Source: an optimization exercise on an open RTL-to-GDS flow (aim: small area, a short achievable clock period and few clock cycles per item). Production flows keep margins and buffers that such runs may drop.
The RTL was checked by simulation tests, not by an equivalence proof against the original design.

==> flow/design.v (excerpt) <==
module fir_mac_ctrl #(
  parameter int DW   = FIR_DW,
  parameter int CW   = FIR_CW,
  parameter int TAPS = FIR_TAPS,
  parameter int AW   = $clog2(TAPS),
  parameter int ACCW = DW + CW + $clog2(TAPS)
) (
  input  logic            clk,
  input  logic            rst_n,
  input  logic            in_valid,
  output logic            in_ready,
  input  logic [DW-1:0]   in_data,
  input  logic            coef_we,
  input  logic [AW-1:0]   coef_addr,
  input  logic [CW-1:0]   coef_data,
  output logic            out_valid,
  input  logic            out_ready,
  output logic [ACCW-1:0] out_data,
  output logic            busy
);
For scale: about 1300 flip-flops, about 110 I/O pins, ~0.14 mm^2 of cells after synthesis.
==> flow/config.mk <==
export PLATFORM = sky130hd
export DESIGN_NAME = fir_mac_ctrl
export DESIGN_NICKNAME = fir_mac_ctrl
export VERILOG_FILES = /design/flow/design.v
export SDC_FILE = /design/flow/constraint.sdc
export NUM_CORES = 4
export LEC_CHECK = 0
export CAP_MARGIN = 20
export CORE_MARGIN = 2
export CORE_UTILIZATION = 40
export SLEW_MARGIN = 20
==> flow/constraint.sdc <==
create_clock -name core_clock -period 10.0 [get_ports {clk}]
set_input_delay 2.0000 -clock core_clock [delete_from_list [all_inputs] [get_ports {clk}]]
set_output_delay 2.0000 -clock core_clock [all_outputs]
set_load 0.01 [all_outputs]
run.sh (not shown) runs the stock make flow with config.mk's settings and CLKGATE_MAP_FILE= SYNTH_SCRIPT=/design/flow/synth_recipe.tcl, a recipe that flattens the netlist after the stock synthesis.
Testbench counts at the start, summed over its fixed seeds: cycles 2,032, items 2,000.
Change:
==> flow/flow/run.sh (new file) <==
#!/bin/bash
# Layout with the standard ORFS flow (standard.sh), with two changes in how
# the layout is made:
#  - synthesis skips Yosys's early 'abc -fast' pass (SYNTH_ARGS=-noabc), so the
#    full adders that extract_fa finds map to fa cells without extra inverters;
#    registers, their names and cell types are the same as standard synthesis;
#  - the port buffers are buf_4 cells.
# Each ORFS step writes its own log under orfs/logs; make's output goes to
# make_finish.log.
set -o pipefail
bash standard.sh SYNTH_ARGS=-noabc "BUFFER_PORTS_ARGS=-buffer_cell sky130_fd_sc_hd__buf_4" finish > make_finish.log 2>&1
==> flow/standard.sh (new file) <==
#!/bin/bash
# synth_recipe.tcl (not shown) runs the flow's synth.tcl, then flattens the netlist and writes it again
# the make line also repeats each setting of config.mk as NAME=value (left out here)
make -C /OpenROAD-flow-scripts/flow DESIGN_CONFIG=/design/flow/config.mk WORK_HOME=/design/flow/orfs CLKGATE_MAP_FILE= SYNTH_SCRIPT=/design/flow/synth_recipe.tcl "${@:-finish}"
removed: flow/run.sh
Result:
- The new run finished clean
- design area drops by a few percent
- wire length decreases by a little under a tenth
- non-clock buffer count decreases by 67
- worst setup slack improves by 290 ps
- cell count drops by about a fifth
- global-route usage falls by 1.6 points
- worst hold slack got worse by 3.5 ps

Another version of the RTL of fir_mac_ctrl (not shown whole).
For scale: about 1,800 flip-flops, ~0.15 sq mm of cells after synthesis.
Design fir_mac_ctrl, start of the top module:
module fir_mac_ctrl #(
  parameter int DW   = FIR_DW,
  parameter int CW   = FIR_CW,
  parameter int TAPS = FIR_TAPS,
  parameter int AW   = $clog2(TAPS),
  parameter int ACCW = DW + CW + $clog2(TAPS)
) (
  input  logic            clk,
  input  logic            rst_n,
  input  logic            in_valid,
  output logic            in_ready,
  input  logic [DW-1:0]   in_data,
  input  logic            coef_we,
  input  logic [AW-1:0]   coef_addr,
  input  logic [CW-1:0]   coef_data,
  output logic            out_valid,
  input  logic            out_ready,
  output logic [ACCW-1:0] out_data,
  output logic            busy
);
Settings: LEC_CHECK=0, CAP_MARGIN=20, CORE_MARGIN=2, CORE_UTILIZATION=40, SLEW_MARGIN=60; clock period 10.0 ns.
standard.sh (not shown) runs the stock make flow with config.mk's settings and CLKGATE_MAP_FILE= SYNTH_SCRIPT=/design/flow/synth_recipe.tcl, a recipe that flattens the netlist after the stock synthesis.
==> flow/flow/run.sh <==
#!/bin/bash
# Layout with the standard ORFS flow (standard.sh), with two changes in how
# the layout is made:
#  - synthesis skips Yosys's early 'abc -fast' pass (SYNTH_ARGS=-noabc), so the
#    full adders that extract_fa finds map to fa cells without extra inverters;
#    registers, their names and cell types are the same as standard synthesis;
#  - the port buffers are buf_4 cells.
# Each ORFS step writes its own log under orfs/logs; make's output goes to
# make_finish.log.
set -o pipefail
bash standard.sh SYNTH_ARGS=-noabc "BUFFER_PORTS_ARGS=-buffer_cell sky130_fd_sc_hd__buf_4" finish > make_finish.log 2>&1
The baseline ran to the end with no violations.
Testbench counts at the start, summed over its fixed seeds: cycles 2,048, items 2,000.
Next try:
- PLACE_DENSITY: not set -> 0.72
After rerunning: Die area stays the same; worst setup slack gets worse by 0.25 ns; first-iteration DRC count went down by a few percent.

re-timing with driven ports:
The results above use ideal ports. As a check the final layouts listed here were re-extracted and re-timed, cells and wires unchanged.
Step 1, drivers: a clkbuf_16 drives clk and a buf_2 each remaining input, both assumed.
Step 2 times the ports against the registers' clock, not the clock port: input delays grow and output delays shrink by t, the midpoint of the rising clock arrivals with the driver on.
Slacks: no drivers / after step 1 / after step 2; pairs: no drivers / after step 1.
| run | shift t [ns] | setup slack, ns | clock arrival spread, ns | worst slew at a driven data input, ns |
|---|---|---|---|---|
| the first run of note 1 | 0.996 | 4.755 / 4.755 / 4.476 | 0.088 / 0.089 | 0.07 |
| the second run of note 1 | 0.973 | 5.048 / 5.048 / 5.048 | 0.082 / 0.082 | 0.08 |
| the first run of note 2 | 1.034 | 6.168 / 6.168 / 5.697 | 0.123 / 0.123 | 0.08 |
| the second run of note 2 | 0.998 | 5.917 / 5.917 / 5.500 | 0.141 / 0.141 | 0.14 |
After both steps setup and hold are still met in every run listed. The setup slack of the first run of note 2, which loses most, moves by 0.000 ns with the drivers and by -0.471 ns with both steps.
